What follows belongs to an exercise in optimizing a design on an open flow for a short achievable clock period and few clock cycles; a production flow would make more cautious choices.
Function was checked by simulation only, so behaviour that the tests miss may differ from the original.
Power is estimated from default activity; no workload was simulated.

==> design.v <==
module icache_ctrl #(
  parameter int RAM_AW = 10,
  parameter int DATA_W = 32,
  parameter int CPU_AW = 18
) (
  input  logic              clk,
  input  logic              rst_n,
  input  logic              cpu_req,
  input  logic [CPU_AW-1:0] cpu_addr,
  output logic              cpu_ready,
  output logic              cpu_rvalid,
  output logic [DATA_W-1:0] cpu_rdata,
  input  logic              inv,
  output logic              ram_wr_en,
  output logic [RAM_AW-1:0] ram_wr_addr,
  output logic [DATA_W-1:0] ram_wr_data,
  output logic [RAM_AW-1:0] ram_rd_addr,
  input  logic [DATA_W-1:0] ram_rd_data,
  output logic              mem_req,
  output logic [CPU_AW-1:0] mem_addr,
  input  logic              mem_gnt,
  input  logic              mem_rvalid,
  input  logic [DATA_W-1:0] mem_rdata,
  output logic [15:0]       stat_hit_cnt,
  output logic [15:0]       stat_miss_cnt
);
  localparam int TAG_W     = CPU_AW - RAM_AW;
  localparam int IDX_W     = RAM_AW - 2;
  localparam int LINE_W    = CPU_AW - 2;
  localparam int NUM_LINES = 1 << IDX_W;
  localparam int LO_W      = IDX_W / 2;           
  localparam int HI_W      = IDX_W - LO_W;
  localparam int NGRP      = 1 << HI_W;
  localparam int RQ  = 64;
  localparam int RQW = 6;
  localparam int FQ  = 16;
  localparam int FQW = 4;
  logic [NUM_LINES-1:0] valid_q;
  logic [TAG_W-1:0]     tag_mem [NUM_LINES];
  logic                 ready_q;
  logic [RQW:0]         occ_q;           
  logic [RQW-1:0]       rq_tail_q, rq_head_q;
  logic                 s1_v;
  logic [CPU_AW-1:0]    s1_addr;
  logic [RQW-1:0]       s1_slot;
  logic                 s2_v;
  logic [CPU_AW-1:0]    s2_addr;
  logic [RQW-1:0]       s2_slot;
  logic [NGRP-1:0]      s2_cm;             
  logic                 s2_e1i, s2_e1t;    
  logic                 s2_e2i, s2_e2t;    
  logic [FQ-1:0]        s2_dm;             
  logic                 s2_fwd;            
  logic [DATA_W-1:0]    s2_fwd_d;
  logic                 w1_v;
  logic [IDX_W-1:0]     w1_idx;
  logic [TAG_W-1:0]     w1_tag;
  logic [FQW-1:0]       w1_slot;
  logic [4:1]           iv;
  logic [RQ-1:0]        e_v, e_dv, e_wt;
  logic [FQW-1:0]       e_ws [RQ];
  logic [1:0]           e_ww [RQ];
  logic [DATA_W-1:0]    e_d  [RQ];
  logic [FQ-1:0]        f_v, f_sup;
  logic [LINE_W-1:0]    f_line [FQ];
  logic [FQW-1:0]       f_head_q, f_tail_q;
  logic [FQW:0]         f_cnt_q;
  logic                 req_q;           
  logic [LINE_W-1:0]    req_line_q;
  logic                 act_q;           
  logic [1:0]           beat_q;
  logic                 wr_en_q;
  logic [RAM_AW-1:0]    wr_addr_q;
  logic [DATA_W-1:0]    wr_data_q;
  logic [FQW-1:0]       wr_slot_q;
  logic                 rv_q;
  logic [15:0]          hit_cnt, miss_cnt;
  logic                 ready_o, rv_o, wr_en_o, req_o;
  logic [DATA_W-1:0]    rdata_o, wr_data_o;
  logic [RAM_AW-1:0]    wr_addr_o, rd_addr_o;
  logic [15:0]          hit_o, miss_o;
  logic [LO_W-1:0]  s1_lo;
  logic [TAG_W-1:0] s1_tag;
  logic [IDX_W-1:0] s1_idx;
  assign s1_lo  = s1_addr[2 +: LO_W];
  assign s1_tag = s1_addr[CPU_AW-1:RAM_AW];
  assign s1_idx = s1_addr[RAM_AW-1:2];
  logic [TAG_W-1:0]  s2_tag;
  logic [IDX_W-1:0]  s2_idx;
  logic [HI_W-1:0]   s2_hi;
  logic [1:0]        s2_word;
  assign s2_tag  = s2_addr[CPU_AW-1:RAM_AW];
  assign s2_idx  = s2_addr[RAM_AW-1:2];
  assign s2_hi   = s2_idx[IDX_W-1:LO_W];
  assign s2_word = s2_addr[1:0];
  logic m1, m2, s2_hit, s2_miss;
  assign m1 = w1_v && s2_e1i;
  assign m2 = s2_e2i;
  always_comb begin
    if (m1)      s2_hit = s2_e1t && !iv[2];
    else if (m2) s2_hit = s2_e2t && !(iv[2] || iv[3]);
    else         s2_hit = s2_cm[s2_hi] && !(iv[2] || iv[3] || iv[4]);
  end
  assign s2_miss = s2_v && !s2_hit;
  logic [FQ-1:0]  dep_vec;
  logic           dep_any;
  logic [FQW-1:0] dep_slot;
  always_comb begin
    if (m1) begin
      dep_vec = '0;
      dep_vec[w1_slot] = 1'b1;
    end else begin
      dep_vec = s2_dm & f_v;
    end
    dep_any  = |dep_vec;
    dep_slot = '0;
    for (int s = 0; s < FQ; s++)
      if (dep_vec[s]) dep_slot = dep_slot | FQW'(s);
  end
  logic dep_done;
  assign dep_done = act_q && dep_vec[f_head_q] && (beat_q > s2_word);
  logic s2_wrq;    
  assign s2_wrq = wr_en_q && (wr_addr_q == s2_addr[RAM_AW-1:0]);
  logic s2_have;   
  assign s2_have = s2_hit && (!dep_any || dep_done);
  logic [DATA_W-1:0] s2_d;
  assign s2_d = s2_wrq ? wr_data_q : (s2_fwd ? s2_fwd_d : ram_rd_data);
  logic [DATA_W-1:0] h_d;
  logic              h_v, h_dv, h_wt;
  logic [FQW-1:0]    h_ws;
  logic [1:0]        h_ww;
  assign h_v  = e_v[rq_head_q];
  assign h_dv = e_dv[rq_head_q];
  assign h_wt = e_wt[rq_head_q];
  assign h_ws = e_ws[rq_head_q];
  assign h_ww = e_ww[rq_head_q];
  assign h_d  = e_d[rq_head_q];
  logic src_dv, src_wrq, src_beat, resp;
  assign src_dv   = h_v && h_dv;
  assign src_wrq  = h_v && h_wt && wr_en_q && (wr_slot_q == h_ws) && (wr_addr_q[1:0] == h_ww);
  assign src_beat = h_v && h_wt && act_q && (f_head_q == h_ws) && (beat_q == h_ww);
  assign resp     = src_dv || src_wrq || (src_beat && mem_rvalid);
  logic beat_in, last_beat, alloc;
  logic [FQW-1:0] head_p1;
  assign beat_in   = act_q && mem_rvalid;
  assign last_beat = beat_in && (beat_q == 2'd3);
  assign alloc     = s2_miss;
  assign head_p1   = f_head_q + FQW'(1);
  logic req_n;
  always_comb begin
    req_n = req_q;
    if (req_q) begin
      if (mem_gnt) req_n = 1'b0;
    end else if (act_q) begin
      if (last_beat) req_n = f_v[head_p1];
    end else begin
      req_n = f_v[f_head_q];
    end
  end
  logic acc, ready_n;
  assign acc     = cpu_req && ready_q;
  assign ready_n = (occ_q <= (RQW+1)'(RQ - 3)) && (f_cnt_q <= (FQW+1)'(FQ - 4));
  logic [15:0] hit_n, miss_n;
  always_comb begin
    hit_n  = hit_cnt;
    miss_n = miss_cnt;
    if (s2_v && s2_hit && (hit_cnt != 16'hFFFF)) hit_n  = hit_cnt + 16'd1;
    if (s2_miss && (miss_cnt != 16'hFFFF))       miss_n = miss_cnt + 16'd1;
  end
  always_ff @(posedge clk or negedge rst_n) begin
    if (!rst_n) begin
      valid_q   <= '0;
      ready_q   <= 1'b1;
      occ_q     <= '0;
      rq_tail_q <= '0;
      rq_head_q <= '0;
      s1_v      <= 1'b0;
      s2_v      <= 1'b0;
      w1_v      <= 1'b0;
      iv        <= '0;
      e_v       <= '0;
      e_dv      <= '0;
      e_wt      <= '0;
      f_v       <= '0;
      f_sup     <= '0;
      f_head_q  <= '0;
      f_tail_q  <= '0;
      f_cnt_q   <= '0;
      req_q     <= 1'b0;
      act_q     <= 1'b0;
      beat_q    <= 2'd0;
      wr_en_q   <= 1'b0;
      rv_q      <= 1'b0;
      hit_cnt   <= 16'd0;
      miss_cnt  <= 16'd0;
    end else begin
      occ_q   <= occ_q + (acc ? 1 : 0) - (rv_q ? 1 : 0);
      ready_q <= ready_n;
      if (acc) rq_tail_q <= rq_tail_q + RQW'(1);
      s1_v <= acc;
      s2_v <= s1_v;
      iv   <= {iv[3:1], inv};
      if (iv[3]) valid_q <= '0;
      if (w1_v)  valid_q[w1_idx] <= 1'b1;
      w1_v <= alloc;
      if (s2_v) begin
        e_v[s2_slot]  <= 1'b1;
        e_dv[s2_slot] <= s2_have;
        e_wt[s2_slot] <= !s2_have;
      end
      for (int i = 0; i < RQ; i++)
        if (e_v[i] && e_wt[i] && wr_en_q && (wr_slot_q == e_ws[i]) && (wr_addr_q[1:0] == e_ww[i])) begin
          e_wt[i] <= 1'b0;
          e_dv[i] <= 1'b1;
        end
      rv_q <= resp;
      if (resp) begin
        e_v[rq_head_q]  <= 1'b0;
        e_dv[rq_head_q] <= 1'b0;
        e_wt[rq_head_q] <= 1'b0;
        rq_head_q <= rq_head_q + RQW'(1);
      end
      if (alloc) begin
        for (int s = 0; s < FQ; s++)
          if (dep_vec[s]) f_sup[s] <= 1'b1;
        f_v[f_tail_q]   <= 1'b1;
        f_sup[f_tail_q] <= 1'b0;
        f_tail_q <= f_tail_q + FQW'(1);
      end
      if (last_beat) begin
        f_v[f_head_q] <= 1'b0;
        f_head_q <= head_p1;
      end
      f_cnt_q <= f_cnt_q + (alloc ? 1 : 0) - (last_beat ? 1 : 0);
      req_q <= req_n;
      if (req_q && mem_gnt) act_q <= 1'b1;
      else if (last_beat)   act_q <= 1'b0;
      if (beat_in) beat_q <= beat_q + 2'd1;
      wr_en_q <= beat_in;
      hit_cnt  <= hit_n;
      miss_cnt <= miss_n;
    end
  end
  always_ff @(posedge clk) begin
    if (acc) begin
      s1_addr <= cpu_addr;
      s1_slot <= rq_tail_q;
    end
    s2_addr <= s1_addr;
    s2_slot <= s1_slot;
    for (int g = 0; g < NGRP; g++)
      s2_cm[g] <= valid_q[{HI_W'(g), s1_lo}] && (tag_mem[{HI_W'(g), s1_lo}] == s1_tag);
    s2_e1i <= (s1_idx == s2_idx);
    s2_e1t <= (s1_tag == s2_tag);
    s2_e2i <= w1_v && (w1_idx == s1_idx);
    s2_e2t <= (w1_tag == s1_tag);
    for (int s = 0; s < FQ; s++)
      s2_dm[s] <= f_v[s] && !f_sup[s] && (f_line[s][IDX_W-1:0] == s1_idx);
    s2_fwd   <= wr_en_q && (wr_addr_q == s1_addr[RAM_AW-1:0]);
    s2_fwd_d <= wr_data_q;
    w1_idx  <= s2_idx;
    w1_tag  <= s2_tag;
    w1_slot <= f_tail_q;
    if (w1_v) tag_mem[w1_idx] <= w1_tag;
    if (s2_v) begin
      e_d[s2_slot]  <= s2_d;
      e_ws[s2_slot] <= s2_miss ? f_tail_q : dep_slot;
      e_ww[s2_slot] <= s2_word;
    end
    for (int i = 0; i < RQ; i++)
      if (e_wt[i] && wr_en_q && (wr_slot_q == e_ws[i]) && (wr_addr_q[1:0] == e_ww[i]))
        e_d[i] <= wr_data_q;
    if (alloc) f_line[f_tail_q] <= s2_addr[CPU_AW-1:2];
    if (!req_q) req_line_q <= (act_q && last_beat) ? f_line[head_p1] : f_line[f_head_q];
    wr_addr_q <= {f_line[f_head_q][IDX_W-1:0], beat_q};
    wr_data_q <= mem_rdata;
    wr_slot_q <= f_head_q;
    ready_o   <= ready_n;
    rv_o      <= resp;
    wr_en_o   <= beat_in;
    req_o     <= req_n;
    hit_o     <= hit_n;
    miss_o    <= miss_n;
    wr_addr_o <= {f_line[f_head_q][IDX_W-1:0], beat_q};
    wr_data_o <= mem_rdata;
    if (ready_q) rd_addr_o <= cpu_addr[RAM_AW-1:0];
    if (src_dv)       rdata_o <= h_d;
    else if (src_wrq) rdata_o <= wr_data_q;
    else              rdata_o <= mem_rdata;
  end
  assign cpu_ready   = ready_o;
  assign cpu_rvalid  = rv_o;
  assign cpu_rdata   = rdata_o;
  assign ram_wr_en   = wr_en_o;
  assign ram_wr_addr = wr_addr_o;
  assign ram_wr_data = wr_data_o;
  assign ram_rd_addr = rd_addr_o;
  assign mem_req     = req_o;
  assign mem_addr    = {req_line_q, 2'b00};
  assign stat_hit_cnt  = hit_o;
  assign stat_miss_cnt = miss_o;
endmodule
==> run.sh <==
#!/bin/bash
# synth_recipe.tcl (not shown) runs the flow's synth.tcl, then flattens the netlist and writes it again
# the make line also repeats each setting of config.mk as NAME=value (left out here)
make -C /OpenROAD-flow-scripts/flow DESIGN_CONFIG=/design/flow/config.mk WORK_HOME=/design/flow/orfs CLKGATE_MAP_FILE= SYNTH_SCRIPT=/design/flow/synth_recipe.tcl finish
==> config.mk <==
export PLATFORM = sky130hd
export DESIGN_NAME = icache_ctrl
export DESIGN_NICKNAME = icache_ctrl
export VERILOG_FILES = /design/flow/design.v
export SDC_FILE = /design/flow/constraint.sdc
export NUM_CORES = 4
export LEC_CHECK = 0
export ABC_CLOCK_PERIOD_IN_PS = 3000
export CAP_MARGIN = 20
export CORE_MARGIN = 2
export CORE_UTILIZATION = 55
export SETUP_SLACK_MARGIN = 4.5
export SLEW_MARGIN = 20
==> constraint.sdc <==
create_clock -name core_clock -period 8.0 [get_ports {clk}]
set_input_delay 1.6000 -clock core_clock [delete_from_list [all_inputs] [get_ports {clk}]]
set_output_delay 1.6000 -clock core_clock [all_outputs]
set_load 0.01 [all_outputs]
==> parameters.txt <==
Parameter                              Value

Outcome
  Run status ... timing/DRC/antenna clean

Layout
  Growth of design area from synthesis to finish ... 14.26%
  Fraction of layout cells with a size suffix above 1 ... 24.09%
  Number of inserted filler cells in the final layout ... 32510
  Fin cells ... 23180
  Post-route standard cell area excluding fillers ... 284800 um^2
  Number of nets in the layout ... 16840

Global routing
  Met1 track demand over resource ... 50.03%
  Number of global-route vias before repair ... 155600
  Gr busiest metal ... met2
  Largest net degree at the start of global routing ... 206
  Initial antenna violation count ... 63
  Met2 Use GR ... 56.94%
  Total gr overflow ... 0
  Global-route wire length before repair ... 1207 mm
  Total global routing track utilization ... 37.39%
  Met3 Use GR ... 10.28%

Placement
  HPWL Detailed ... 480.4 mm
  Cell area reported after detailed placement ... 257400 um^2
  Number of cells in the design after placement ... 21700
  Place WS ... 2.282 ns
  Number of buffers inserted by port buffering ... 223
  RePlAce Congestion ... 0.9722

Power and ir drop
  Cell area power density ... 314.6 nW/um^2
  Clock power frac ... 30.2%
  Leakage power total ... 91.10 nW
  Share of total power in sequential cells ... 39.2%
  Combinational power share ... 30.6%
  Total power ... 89.59 mW
  VDD IR max ... 0.4804 mV
  Net switching share of the total power ... 32.14%
  Switching pwr ... 28.79 mW
  Internal portion of total power ... 60.79 mW

STA
  Pins over their slew limit ... 0
  Final setup viols ... 0
  Tightest Pin Transition ... 1.281 ns
  Number of hold-slack violations in the final timing report ... 0
  Final critical-path required period ... 4.101 ns
  Worst setup margin ... 3.899 ns
  Max Freq ... 243.8 MHz
  Clock skew after layout ... 0.06760 ns
  Total negative slack ... 0 ns
  Unrepaired setup endpoints after global routing ... true
  Tightest slew margin relative to the limit ... 14.26%
  Share of the cycle needed by the critical path after routing ... 51.27%

Yosys
  Fraction of registers with async set or reset after synthesis ... 10.01%
  Most area-consuming cells after synthesis ... sky130_fd_sc_hd__edfxtp_1 (58%), sky130_fd_sc_hd__mux4_2 (15%), sky130_fd_sc_hd__dfrtp_1 (5.6%), sky130_fd_sc_hd__o21ai_0 (4.0%), sky130_fd_sc_hd__nand2_1 (3.3%)
  Fraction of post-synthesis cell area in the top cell type by area ... 57.67%
  Count of warnings emitted by yosys ... 1
  Share of synthesized area occupied by flip-flops and latches ... 65.13%
  Number of synthesized register bits ... 5575
  Commonest register cell after synthesis ... sky130_fd_sc_hd__edfxtp_1
  Number of different library cells in the post-synthesis netlist ... 81
  Average cell area after synthesis ... 14.95 um^2
  EDFF count, synth ... 4786
  Post-Syn Area ... 249200 um^2
  Post-Synthesis Cells ... 16670
  Cell accounting for the most synthesized area ... sky130_fd_sc_hd__edfxtp_1

Drt
  Number of design-rule violations left by the first detailed-router iteration ... 24550
  Number of DRC violations after detailed routing ... 0
  Wire per inst ... 37.82 um
  First-pass iteration count of the detailed router ... 6
  Detailed Route WL ... 876.7 mm
  Via-per-instance ratio ... 6.893
  Antenna-violating nets left ... 0
  Total number of vias ... 159800

Clock network
  Root cell of the clock tree ... sky130_fd_sc_hd__clkbuf_16
  Quantity of hold-fixing buffers added after cts ... 0
  Post-CTS clock slew at the launch and capture registers of the worst setup and hold paths ... 0.06 ns
  CTS H-Tree Depth ... 6
  CTS buffer count ... 600
  Clock latency on the worst-skew pair ... 1.11 ns
  # clock sinks ... 5575
  Deepest clock path buffer count ... 4
  CTS tree ... yes

Floorplanning
  Die Y ... 677.2 um
  Full die area ... 458500 um^2
  I/O Pins ... 226
  Core area ... 451800 um^2
  Row count ... 247
  Starting Density ... 55.16%
  Die extent in x ... 677.2 um

Worst setup path
  Worst endpoint required time ... 8.96 ns
  Startpoint type of the worst setup path ... flip-flop
  Slowest stage cell on the critical path ... sky130_fd_sc_hd__dfrtp_4
  Kind of end point of the critical path ... flip-flop
  Cell-by-cell listing of the critical path ... and2_4 > buf_4 > a22oi_1 > a31oi_1 > a21oi_2 > nor4_4 > o311a_1 > o2111ai_4 > buf_6 > buf_12 > o211a_4 > buf_6 > nor2_4 > buf_12 > a21oi_1
  Critical path peak fanout ... 14
  Delay of the slowest cell on the worst path ... 0.63 ns
  Critical path class ... reg2reg
  Worst endpoint data arrival time ... 5.06 ns

Flow run
  Max-cap check violation count ... 0

Hold path
  Type of the tightest min-delay check ... reg2reg
## critical path: cells and delay by family (launching register included)
| family | cells | cell delay, ns |
|---|---|---|
| flops | 1 | 0.63 |
| simple gates | 3 | 1.10 |
| compound gates | 7 | 1.29 |
| buf+inv | 5 | 0.93 |
## flip-flops by register name, indices dropped and copies added (netlist names), 64 cells and up, named ones only
signal   flops
e_v         64
e_wt        64
valid_q    256
e_dv        64
e_d       2048
e_ws       256
f_line     256
tag_mem   2048
e_ww       128
## kinds of logic (layout without fill, tap and decap cells)
| family | Yosys count | after routing | synth area share (%) |
|---|---|---|---|
| compound gates | 2979 | 3009 | 6.660 |
| xor+xnor | 772 | 772 | 2.713 |
| fa+ha+maj | 57 | 57 | 0.2922 |
| buf+inv | 1943 | 2384 | 3.017 |
| flops | 5575 | 5575 | 65.13 |
| mux | 2025 | 2025 | 16.61 |
| other cells | 1 | 43 | 0.001505 |
| simple gates | 3319 | 3343 | 5.581 |
## synth_stat cells, drive strengths merged, types with 29 or more instances
cell / n
and2: 33
xnor2: 394
nor3: 90
mux4: 1664
a31oi: 75
edfxtp: 4786
a22o: 53
o22ai: 268
o21ai: 1976
a221oi: 42
inv: 348
nand2: 2163
dfrtp: 557
o221ai: 29
and3: 35
nor2: 505
nand4: 78
nor2b: 63
a211oi: 46
a21o: 47
mux2: 246
nor4: 91
a21oi: 305
xor2: 378
dfxtp: 231
nand3: 149
clkbuf: 1252
a32oi: 48
or2: 38
ha: 55
buf: 341
mux2i: 115
## stage by stage
stage	hold slack, ns	utilization, %
after detailed placement	0.3269	56.98
after global routing	0.3506	63.01
after CTS	0.3407	62.66
after global placement	0.3244	56.97
final	0.3135	63.03
after floorplan	0.3233	-
## layout by cell type (no fill, tap or decap), types with 64 or more instances in the layout
| cell | count |
|---|---|
| sky130_fd_sc_hd__edfxtp_1 | 4786 |
| sky130_fd_sc_hd__clkbuf_1 | 169 |
| sky130_fd_sc_hd__o21ai_0 | 1940 |
| sky130_fd_sc_hd__clkbuf_16 | 634 |
| sky130_fd_sc_hd__nor2_1 | 415 |
| sky130_fd_sc_hd__mux2_2 | 241 |
| sky130_fd_sc_hd__buf_12 | 113 |
| sky130_fd_sc_hd__mux2i_1 | 110 |
| sky130_fd_sc_hd__dfxtp_1 | 147 |
| sky130_fd_sc_hd__nand2_1 | 2141 |
| sky130_fd_sc_hd__inv_1 | 308 |
| sky130_fd_sc_hd__a21oi_2 | 101 |
| sky130_fd_sc_hd__clkdlybuf4s50_1 | 86 |
| sky130_fd_sc_hd__buf_4 | 400 |
| sky130_fd_sc_hd__xor2_1 | 377 |
| sky130_fd_sc_hd__clkinv_2 | 91 |
| sky130_fd_sc_hd__nor3_1 | 75 |
| sky130_fd_sc_hd__a21oi_1 | 200 |
| sky130_fd_sc_hd__buf_6 | 91 |
| sky130_fd_sc_hd__a31oi_1 | 73 |
| sky130_fd_sc_hd__nand3_1 | 139 |
| sky130_fd_sc_hd__xnor2_1 | 390 |
| sky130_fd_sc_hd__nand4_1 | 78 |
| sky130_fd_sc_hd__nor2_2 | 64 |
| sky130_fd_sc_hd__o22ai_1 | 266 |
| sky130_fd_sc_hd__dlygate4sd2_1 | 112 |
| sky130_fd_sc_hd__clkinv_1 | 102 |
| sky130_fd_sc_hd__dfrtp_1 | 547 |
| sky130_fd_sc_hd__mux4_2 | 1664 |
## routing by layer
layer  vias up  wire [um]
met5         -        220
met4        22      53230
met3      2387     113100
met2     11400     397300
met1     82060     312900
li1      63930          -
## final cells by class
cell class	instances	area (um^2)	area share, %
timing repair inverter	1	5.005	0.001758
tap	5976	7477	2.626
antenna	41	102.6	0.03603
clock inverter	262	2250	0.7900
clock buffer	811	16470	5.785
timing repair buffer	960	11890	4.174
sequential	5575	162600	57.09
inverter	350	1401	0.4921
multi-input combinational	9208	82590	29.00
## path summary, 6_finish.rpt
| check | startpoint | cells after the start | slack [ns] | to |
|---|---|---|---|---|
| worst max-delay path | rq_head_q[3]$_DFFE_PN0N_ | 15 | 3.90 | e_dv[18]$_DFF_PN0_ |
| worst min-delay path | s1_slot[1]$_DFFE_PP_ | 0 | 0.31 | s2_slot[1]$_DFF_P_ |
| worst max register to register | rq_head_q[3]$_DFFE_PN0N_ | 15 | 3.90 | e_dv[18]$_DFF_PN0_ |
| worst min register to register | s1_slot[1]$_DFFE_PP_ | 0 | 0.31 | s2_slot[1]$_DFF_P_ |
| max in group asynchronous | rst_n | 2 | 5.95 | wr_en_q$_DFF_PN0_ |
| min in group asynchronous | rst_n | 1 | 0.43 | hit_cnt[4]$_DFF_PN0_ |
## power by group through the flow
stage | Clock, mW | Combinational (mW) | Sequential [mW]
floorplan | 0 | 16.1 | 34.5
global placement | 0 | 22.5 | 35.8
detailed placement | 0 | 22.9 | 35.9
CTS | 27.2 | 26.3 | 35.0
global route | 28.3 | 28.2 | 35.1
finish | 27.1 | 27.4 | 35.1
## what timing repair did
item,CTS,global route
setup buffers,212,30
gates cloned,103,23
pin swaps,141,25
setup endpoints to repair,5176,2793
resized for setup,802,201
Testbench counts, summed over its fixed seeds: cycles 24,679.

[static timing again, ports no longer ideal]
In the flow no input, the clock included, has a driving cell. The finished layout below was timed again as built, in two steps.
Step 1, drivers: a clkbuf_16 drives clk and a buf_2 each remaining input, both assumed.
Step 2 also shifts input and output timing later by t, the mid clock arrival at the registers, as if the neighbouring blocks saw the same clock.
a / b / c = no drivers / after step 1 / after step 2; a / b = the first two.
t, ns: 1.210
setup slack, ns: 3.899 / 3.899 / 3.384
slew at the worst register clock pin (ns): 0.07 / 0.07
After both steps setup and hold are still met in this run. The setup slack of this run moves by 0.000 ns with the drivers and by -0.515 ns with both steps.
